Source: an optimization exercise on an open RTL-to-GDS flow (aim: small area and a short achievable clock period). Production flows keep margins and buffers that such runs may drop.
In this exercise RTL edits were held to simulation tests only and were not proved equivalent to the original.
No activity file was given, so power comes from the tool's default toggle rates.

Setup of JK:
==> module countdownTimer, before the edit <==
module countdownTimer (
    input  logic        frame_clk,
    input  logic        reset,
    input  logic        frameStart,
    input  logic        timerRestart,
    output spritePkg::frameCountT timeLeft,
    output logic        hundreds,
    output spritePkg::digitT      tens,
    output spritePkg::digitT      ones
);
    localparam logic [12:0] TimerStart = 13'd6059;
    logic [12:0] count;
    logic [5:0]  frames;
    logic framesZero, onesZero, tensZero, tick, secTick, onesTick, tensTick;
    logic [13:0] cb;    
    logic [6:0]  fb;
    logic [4:0]  ob, tb;
    assign timeLeft = {3'd0, count};
    assign framesZero = (frames == 6'd0);
    assign onesZero   = (ones == 4'd0);
    assign tensZero   = (tens == 4'd0);
    assign tick     = frameStart & ~(framesZero & onesZero & tensZero & ~hundreds);
    assign secTick  = tick & framesZero;
    assign onesTick = secTick & onesZero;
    assign tensTick = onesTick & tensZero;
    always_comb begin
        cb[0] = tick;
        for (int i = 0; i < 13; i++) cb[i+1] = cb[i] & ~count[i];
        fb[0] = tick & ~framesZero;
        for (int i = 0; i < 6; i++) fb[i+1] = fb[i] & ~frames[i];
        ob[0] = secTick & ~onesZero;
        for (int i = 0; i < 4; i++) ob[i+1] = ob[i] & ~ones[i];
        tb[0] = onesTick & ~tensZero;
        for (int i = 0; i < 4; i++) tb[i+1] = tb[i] & ~tens[i];
    end
    always_ff @(posedge frame_clk or posedge reset) begin
        if (reset) begin
            count    <= TimerStart;
            frames   <= 6'd59;
            ones     <= 4'd0;
            tens     <= 4'd0;
            hundreds <= 1'b1;
        end else if (timerRestart) begin
            count    <= TimerStart;
            frames   <= 6'd59;
            ones     <= 4'd0;
            tens     <= 4'd0;
            hundreds <= 1'b1;
        end else begin
            count  <= count ^ cb[12:0];
            frames <= frames ^ (fb[5:0] | {secTick, secTick, secTick, 1'b0, secTick, secTick});
            ones   <= ones ^ (ob[3:0] | {onesTick, 2'b00, onesTick});
            tens   <= tens ^ (tb[3:0] | {tensTick, 2'b00, tensTick});
            if (tensTick) hundreds <= 1'b0;
        end
    end
endmodule
==> module digitGlyph, before the edit <==
module digitGlyph (
    input  spritePkg::digitT digit,
    input  logic [2:0]       cellX,
    input  logic [3:0]       cellY,
    output logic             lit
);
    logic [6:0] segOn;
    logic [6:0] segArea;
    always_comb begin
        case (digit)
            4'd0:    segOn = 7'b1111110;
            4'd1:    segOn = 7'b0110000;
            4'd2:    segOn = 7'b1101101;
            4'd3:    segOn = 7'b1111001;
            4'd4:    segOn = 7'b0110011;
            4'd5:    segOn = 7'b1011011;
            4'd6:    segOn = 7'b1011111;
            4'd7:    segOn = 7'b1110000;
            4'd8:    segOn = 7'b1111111;
            4'd9:    segOn = 7'b1111011;
            default: segOn = 7'b0000000;
        endcase
    end
    assign segArea[6] = (cellY <= 4'd1) && (cellX >= 3'd1) && (cellX <= 3'd6);
    assign segArea[0] = (cellY >= 4'd7) && (cellY <= 4'd8)
                        && (cellX >= 3'd1) && (cellX <= 3'd6);
    assign segArea[3] = (cellY >= 4'd14) && (cellX >= 3'd1) && (cellX <= 3'd6);
    assign segArea[5] = (cellX >= 3'd6) && (cellY >= 4'd1) && (cellY <= 4'd7);
    assign segArea[1] = (cellX <= 3'd1) && (cellY >= 4'd1) && (cellY <= 4'd7);
    assign segArea[4] = (cellX >= 3'd6) && (cellY >= 4'd8) && (cellY <= 4'd14);
    assign segArea[2] = (cellX <= 3'd1) && (cellY >= 4'd8) && (cellY <= 4'd14);
    assign lit = |(segOn & segArea);
endmodule
==> module sceneHitTest, before the edit <==
module sceneHitTest (
    input  logic             frame_clk,
    input  logic             reset,
    input  spritePkg::coordT drawX,
    input  spritePkg::coordT drawY,
    input  spritePkg::coordT barrel0X,
    input  spritePkg::coordT barrel0Y,
    input  spritePkg::coordT barrel1X,
    input  spritePkg::coordT barrel1Y,
    input  spritePkg::coordT barrelSize,
    input  logic             hundreds,
    input  spritePkg::digitT tens,
    input  spritePkg::digitT ones,
    output logic [1:0]       code
);
    spritePkg::coordT dist0X, dist0Y, dist1X, dist1Y;
    spritePkg::coordT dist0XNext, dist0YNext, dist1XNext, dist1YNext;
    logic [19:0] radSqNext;
    logic [19:0] radSq;
    logic  distValid;
    logic  digitHit;
    logic  girderHit;
    logic  barrelNext;
    logic  girderNext;
    logic  digitNext;
    logic  inDigitArea;
    logic  glyphLit;
    spritePkg::digitT cellDigit;
    absDiff10 diff0X (.a (drawX), .b (barrel0X), .d (dist0XNext));
    absDiff10 diff0Y (.a (drawY), .b (barrel0Y), .d (dist0YNext));
    absDiff10 diff1X (.a (drawX), .b (barrel1X), .d (dist1XNext));
    absDiff10 diff1Y (.a (drawY), .b (barrel1Y), .d (dist1YNext));
    radiusSquare radSquare (.r (barrelSize), .sq (radSqNext));
    always_comb begin
        girderNext = 1'b0;
        for (int i = 0; i < spritePkg::GirderCount; i++) begin
            if ((drawX > spritePkg::GirderLeft[10*i +: 10]) && (drawX < spritePkg::GirderRight[10*i +: 10])
                    && (drawY >= spritePkg::GirderTop[10*i +: 10]) && (drawY <= spritePkg::GirderBottom[10*i +: 10])) begin
                girderNext = 1'b1;
            end
        end
    end
    assign inDigitArea = (drawX < 10'd24) && (drawY < 10'd16);
    always_comb begin
        case (drawX[4:3])
            2'd0:    cellDigit = {3'd0, hundreds};
            2'd1:    cellDigit = tens;
            default: cellDigit = ones;
        endcase
    end
    digitGlyph glyph (
        .digit (cellDigit),
        .cellX (drawX[2:0]),
        .cellY (drawY[3:0]),
        .lit   (glyphLit)
    );
    assign digitNext = inDigitArea & glyphLit;
    always_ff @(posedge frame_clk) begin
        dist0X <= dist0XNext;
        dist0Y <= dist0YNext;
        dist1X <= dist1XNext;
        dist1Y <= dist1YNext;
        radSq  <= radSqNext;
    end
    always_ff @(posedge frame_clk or posedge reset) begin
        if (reset) begin
            distValid <= 1'b0;
            digitHit  <= 1'b0;
            girderHit <= 1'b0;
        end else begin
            distValid <= 1'b1;
            digitHit  <= digitNext;
            girderHit <= girderNext;
        end
    end
    barrelHits circles (
        .a0x (dist0X), .a0y (dist0Y), .a1x (dist1X), .a1y (dist1Y),
        .radSq (radSq),
        .hit (barrelNext)
    );
    always_ff @(posedge frame_clk or posedge reset) begin
        if (reset) begin
            code <= 2'b00;
        end else begin
            code[1] <= (distValid & barrelNext) | digitHit;
            code[0] <= (distValid & barrelNext) | (~digitHit & girderHit);
        end
    end
endmodule
==> flow/config.mk <==
export PLATFORM = sky130hd
export DESIGN_NAME = donkeyScreen
export DESIGN_NICKNAME = donkeyScreen
export VERILOG_FILES = /design/flow/design.v
export SDC_FILE = /design/flow/constraint.sdc
export NUM_CORES = 4
export LEC_CHECK = 0
export CAP_MARGIN = 20
export CORE_MARGIN = 2
export CORE_UTILIZATION = 40
export CTS_BUF_LIST = sky130_fd_sc_hd__clkbuf_4 sky130_fd_sc_hd__clkbuf_8
export SLEW_MARGIN = 20
export SYNTH_HIERARCHICAL = 1
export SYNTH_MINIMUM_KEEP_SIZE = 0
==> flow/constraint.sdc <==
create_clock -name core_clock -period 14.0 [get_ports {frame_clk}]
set_input_delay 2.8000 -clock core_clock [delete_from_list [all_inputs] [get_ports {frame_clk}]]
set_output_delay 2.8000 -clock core_clock [all_outputs]
set_load 0.01 [all_outputs]
standard.sh (not shown) runs the stock make flow with config.mk's settings and CLKGATE_MAP_FILE= SYNTH_SCRIPT=/design/flow/synth_recipe.tcl, a recipe that flattens the netlist after the stock synthesis.
==> flow/flow/run.sh <==
#!/bin/bash
# The standard layout, with plain buffers on the ports instead of the delay cells
# that port buffering picks by default, and timing repair aimed at a shorter period than
# the clock (the margin); make's output goes to make_finish.log, each tool's to orfs/logs
set -euo pipefail
bash standard.sh finish BUFFER_PORTS_ARGS="-buffer_cell sky130_fd_sc_hd__buf_2" SETUP_SLACK_MARGIN=8 > make_finish.log 2>&1
JK ended with every stage complete and zero timing, DRC or antenna violations.
Here is what was changed in the inputs of MS compared with JK.
diff --git a/flow/design.v b/flow/design.v
--- a/flow/design.v
+++ b/flow/design.v
@@ -92,12 +92,14 @@
     output spritePkg::digitT      ones
 );
     localparam logic [12:0] TimerStart = 13'd6059;
+    logic [12:3] countHigh;
     logic [12:0] count;
     logic [5:0]  frames;
     logic framesZero, onesZero, tensZero, tick, secTick, onesTick, tensTick;
-    logic [13:0] cb;    
+    logic [13:3] cb;    
     logic [6:0]  fb;
     logic [4:0]  ob, tb;
+    assign count    = {countHigh, frames[2] ^ ones[0], frames[1:0]};
     assign timeLeft = {3'd0, count};
     assign framesZero = (frames == 6'd0);
     assign onesZero   = (ones == 4'd0);
@@ -107,8 +109,8 @@
     assign onesTick = secTick & onesZero;
     assign tensTick = onesTick & tensZero;
     always_comb begin
-        cb[0] = tick;
-        for (int i = 0; i < 13; i++) cb[i+1] = cb[i] & ~count[i];
+        cb[3] = tick & (count[2:0] == 3'd0);
+        for (int i = 3; i < 13; i++) cb[i+1] = cb[i] & ~count[i];
         fb[0] = tick & ~framesZero;
         for (int i = 0; i < 6; i++) fb[i+1] = fb[i] & ~frames[i];
         ob[0] = secTick & ~onesZero;
@@ -118,19 +120,19 @@
     end
     always_ff @(posedge frame_clk or posedge reset) begin
         if (reset) begin
-            count    <= TimerStart;
+            countHigh <= TimerStart[12:3];
             frames   <= 6'd59;
             ones     <= 4'd0;
             tens     <= 4'd0;
             hundreds <= 1'b1;
         end else if (timerRestart) begin
-            count    <= TimerStart;
+            countHigh <= TimerStart[12:3];
             frames   <= 6'd59;
             ones     <= 4'd0;
             tens     <= 4'd0;
             hundreds <= 1'b1;
         end else begin
-            count  <= count ^ cb[12:0];
+            countHigh <= countHigh ^ cb[12:3];
             frames <= frames ^ (fb[5:0] | {secTick, secTick, secTick, 1'b0, secTick, secTick});
             ones   <= ones ^ (ob[3:0] | {onesTick, 2'b00, onesTick});
             tens   <= tens ^ (tb[3:0] | {tensTick, 2'b00, tensTick});
@@ -147,21 +149,15 @@
 );
     logic [6:0] segOn;
     logic [6:0] segArea;
-    always_comb begin
-        case (digit)
-            4'd0:    segOn = 7'b1111110;
-            4'd1:    segOn = 7'b0110000;
-            4'd2:    segOn = 7'b1101101;
-            4'd3:    segOn = 7'b1111001;
-            4'd4:    segOn = 7'b0110011;
-            4'd5:    segOn = 7'b1011011;
-            4'd6:    segOn = 7'b1011111;
-            4'd7:    segOn = 7'b1110000;
-            4'd8:    segOn = 7'b1111111;
-            4'd9:    segOn = 7'b1111011;
-            default: segOn = 7'b0000000;
-        endcase
-    end
+    logic d3, d2, d1, d0;
+    assign {d3, d2, d1, d0} = digit;
+    assign segOn[6] = d3 | d1 | (d2 & d0) | (~d2 & ~d0);
+    assign segOn[5] = ~d2 | (d1 & d0) | (~d1 & ~d0);
+    assign segOn[4] = d2 | ~d1 | d0;
+    assign segOn[3] = d3 | (~d2 & ~d0) | (d1 & ~d0) | (~d2 & d1) | (d2 & ~d1 & d0);
+    assign segOn[2] = (~d2 & ~d0) | (d1 & ~d0);
+    assign segOn[1] = d3 | (~d1 & ~d0) | (d2 & ~d1) | (d2 & ~d0);
+    assign segOn[0] = d3 | (d2 & ~d1) | (~d2 & d1) | (d1 & ~d0);
     assign segArea[6] = (cellY <= 4'd1) && (cellX >= 3'd1) && (cellX <= 3'd6);
     assign segArea[0] = (cellY >= 4'd7) && (cellY <= 4'd8)
                         && (cellX >= 3'd1) && (cellX <= 3'd6);
@@ -191,6 +187,8 @@
     spritePkg::coordT dist0X, dist0Y, dist1X, dist1Y;
     spritePkg::coordT dist0XNext, dist0YNext, dist1XNext, dist1YNext;
     logic [19:0] radSqNext;
+    logic [19:2] radSqHigh;
+    logic        radSqLow;
     logic [19:0] radSq;
     logic  distValid;
     logic  digitHit;
@@ -235,7 +233,8 @@
         dist0Y <= dist0YNext;
         dist1X <= dist1XNext;
         dist1Y <= dist1YNext;
-        radSq  <= radSqNext;
+        radSqHigh <= radSqNext[19:2];
+        radSqLow  <= radSqNext[0];
     end
     always_ff @(posedge frame_clk or posedge reset) begin
         if (reset) begin
@@ -248,6 +247,7 @@
             girderHit <= girderNext;
         end
     end
+    assign radSq = {radSqHigh, 1'b0, radSqLow};
     barrelHits circles (
         .a0x (dist0X), .a0y (dist0Y), .a1x (dist1X), .a1y (dist1Y),
         .radSq (radSq),
==> summary.txt <==
Both conditions hold for MS: the flow ran to the end and the final layout passed the timing, DRC and antenna checks.
Summary of MS over JK: power decreased 1.4%; setup slack increased 30 ps; cell count after synthesis decreased 22; number of antenna cells inserted essentially unchanged; post-layout net count decreased about 1.5%.
NOTE final non-filler cell area JK->MS decreased slightly
MS against JK: overall fraction of global-route tracks in use fell 0.19 points, via count held.
~same end-of-flow core utilization in JK and MS
Non-filler instance count after layout down about 1% in MS wrt JK
Compared with JK, synthesized area in MS decreased slightly.
Per the comparison of MS with JK, largest fanout of any net on the critical path picked up an extra 5; global-route wire length before repair lost about 1.7%; maximum clock rate picked up an extra 0.47%.

-- static timing again, ports no longer ideal --
The flow's constraints put no driver on any port. The routed layouts listed below were extracted and timed again, unchanged, in two steps. Step 1 assumes that a clkbuf_16 drives the clock port and a buf_2 every other input. Step 2, shift: input delay + t, output delay - t, t = (earliest + latest rising clock arrival at the registers) / 2. This alone moves slack from input paths to output paths. Three values: no drivers, after step 1, after step 2; two values: the first two.
| run | t, ns | setup WS [ns] | hold slack, ns | worst slew at a driven data input, ns | cell pins on the clock port's net |
|---|---|---|---|---|---|
| JK | 0.502 | 7.469 / 7.248 / 7.248 | 0.472 / 0.472 / 0.472 | 0.27 | 1 |
| MS | 0.503 | 7.500 / 7.272 / 7.272 | 0.457 / 0.457 / 0.457 | 0.25 | 1 |
After both steps every run listed still meets setup and hold. The setup slack of MS, which loses most, moves by -0.228 ns with the drivers and by -0.228 ns with both steps.
